This design comes from an exercise in tuning for a short achievable clock period on the open sky130 flow, not from production work.
The RTL was checked by simulation tests, not by an equivalence proof against the original design.
The flow treats the clock pin as an ideal source. Dropping or thinning the clock tree relies on that and would not hold on a real chip.

== the previous run ==
Design tofpet_readout, start of the top module:
module tofpet_readout (
	input  logic                         clkin_parallel,
	input  logic                         cpu_resetn,
	input  logic [6-1:0]  hit_valid,
	input  logic [6*32-1:0] hit_data,	 
	input  logic                         cmd_valid,
	input  logic [8:0]                   cmd,		 
	output logic                         cmd_credit,
	output logic                         res_valid,
	output logic [32+5:0]    res,		 
	input  logic                         res_credit
);
For scale: about 5,100 cells after synthesis, roughly 2,300 flip-flops, ~250 I/O pins, about 81,000 sq um of cells after synthesis.
export LEC_CHECK = 0
export CAP_MARGIN = 20
export CORE_MARGIN = 2
export CORE_UTILIZATION = 60
export PLACE_DENSITY = 0.72
export SETUP_SLACK_MARGIN = 2.5
export SLEW_MARGIN = 20
export TNS_END_PERCENT = 100
create_clock -name core_clock -period 4.0 [get_ports {clkin_parallel}]
standard.sh (not shown) runs the stock make flow with config.mk's settings and CLKGATE_MAP_FILE= SYNTH_SCRIPT=/design/flow/synth_recipe.tcl, a recipe that flattens the netlist after the stock synthesis.
==> flow/flow/run.sh <==
#!/bin/bash
set -euo pipefail
export PRE_CTS_TCL="$(pwd)/flow/pre_cts.tcl"
export BUFFER_PORTS_ARGS="-buffer_cell sky130_fd_sc_hd__buf_8"
bash standard.sh > flow.log 2>&1
Other scripts of this flow, unchanged in this note and not shown: flow/flow/pre_cts.tcl, flow/flow/tree.tcl
Every stage of the flow completed for the previous run, and the final layout passed the timing, DRC and antenna checks.
Here is what was changed in the inputs of the current run compared with the previous run.
- PLACE_DENSITY changed from 0.72 to 0.65
- CORE_UTILIZATION changed from 60 to 50
Results
The current run against the previous run: worst reg2reg path depth went down by 1, fraction of the cycle the final worst path needs went down by 2.5 points, count of fill cells added during filler insertion went up by 3,750. Going from the previous run to the current run, design area rose about 0.8%; via count lost 958; sequential cell area share decreased 0.53 points; core utilization has decreased. The current run ended up with res_q[10]$_DFF_P_ as its start point of the critical path; the previous run ended up with ce[9]$_DFFE_PP_.
No run of this note takes its clock network from TritonCTS; it comes from the design's own scripts or RTL.

* * *

Starting RTL as in the previous note.
Settings: LEC_CHECK=0, CAP_MARGIN=20, CORE_MARGIN=2, CORE_UTILIZATION=40, SETUP_SLACK_MARGIN=2.5, SLEW_MARGIN=20, TNS_END_PERCENT=100; clock period 4.0 ns.
==> flow/flow/pre_cts.tcl <==
# Hook run by ORFS's cts.tcl before clock_tree_synthesis: build a shallow, balanced
# clock tree (port -> 4 root buffers -> leaf buffers -> flip-flops) and turn the
# TritonCTS call that follows into a no-op. Everything after it in cts.tcl
# (legalisation, setup and hold repair) runs as usual.
source [file join [file dirname [info script]] tree.tcl]
pull_output_flops
build_clock_tree 10 10 2 2 sky130_fd_sc_hd__clkbuf_16 sky130_fd_sc_hd__buf_16
global_connect
rename clock_tree_synthesis tritoncts_unused
proc clock_tree_synthesis {args} {
  puts "clock tree built by pre_cts.tcl; TritonCTS skipped"
  set_propagated_clock [all_clocks]
}
Scripts as last shown in full above: flow/flow/run.sh
Other scripts of this flow, unchanged in this note and not shown: flow/flow/tree.tcl
Next try:
--- a/flow/flow/pre_cts.tcl
+++ b/flow/flow/pre_cts.tcl
@@ -5,5 +5,5 @@
 source [file join [file dirname [info script]] tree.tcl]
 pull_output_flops
-build_clock_tree 10 10 2 2 sky130_fd_sc_hd__clkbuf_16 sky130_fd_sc_hd__buf_16
+build_clock_tree 10 8 2 2 sky130_fd_sc_hd__clkbuf_16 sky130_fd_sc_hd__buf_16
 global_connect
 rename clock_tree_synthesis tritoncts_unused
--- a/flow/config.mk
+++ b/flow/config.mk
@@ -8,6 +8,7 @@
 export CAP_MARGIN = 20
 export CORE_MARGIN = 2
-export CORE_UTILIZATION = 40
-export SETUP_SLACK_MARGIN = 2.5
+export CORE_UTILIZATION = 50
+export PLACE_DENSITY = 0.65
+export SETUP_SLACK_MARGIN = 2.2
 export SLEW_MARGIN = 20
 export TNS_END_PERCENT = 100
After rerunning: Via count went down by a few percent; worst setup slack gets worse by 0.0055 ns; first-iteration DRC count went up by a few percent; utilization went up by 6.6 points; wire length went down by roughly a tenth.
No run of this note takes its clock network from TritonCTS; it comes from the design's own scripts or RTL.

what the ideal ports hide:
No port has a modelled driver above. Below, the same layouts with a new extraction and two added sets of constraints.
Step 1: set_driving_cell puts a clkbuf_16 on clkin_parallel and a buf_2 on each other input, an assumption about the parent block.
Step 2 also shifts input and output timing later by t, the mid clock arrival at the registers, as if the neighbouring blocks saw the same clock.
Slacks: ideal ports / drivers / drivers and shift; pairs: ideal ports / drivers.
| run | t (ns) | setup slack, ns | hold WS [ns] | worst register clock-pin slew, ns | worst slew at a driven data input, ns |
|---|---|---|---|---|---|
| the previous run | 0.734 | 2.079 / 1.991 / 1.623 | 0.432 / 0.291 / 0.435 | 0.12 / 0.12 | 0.16 |
| the current run | 0.738 | 2.177 / 1.986 / 1.826 | 0.428 / 0.296 / 0.428 | 0.12 / 0.12 | 0.16 |
| the first run of note 2 | 0.782 | 2.147 / 1.950 / 1.784 | 0.392 / 0.253 / 0.446 | 0.10 / 0.10 | 0.25 |
| the second run of note 2 | 0.742 | 2.141 / 1.987 / 1.653 | 0.429 / 0.288 / 0.469 | 0.12 / 0.12 | 0.27 |
After both steps setup and hold are still met in every run listed. The setup slack of the second run of note 2, which loses most, moves by -0.154 ns with the drivers and by -0.488 ns with both steps.
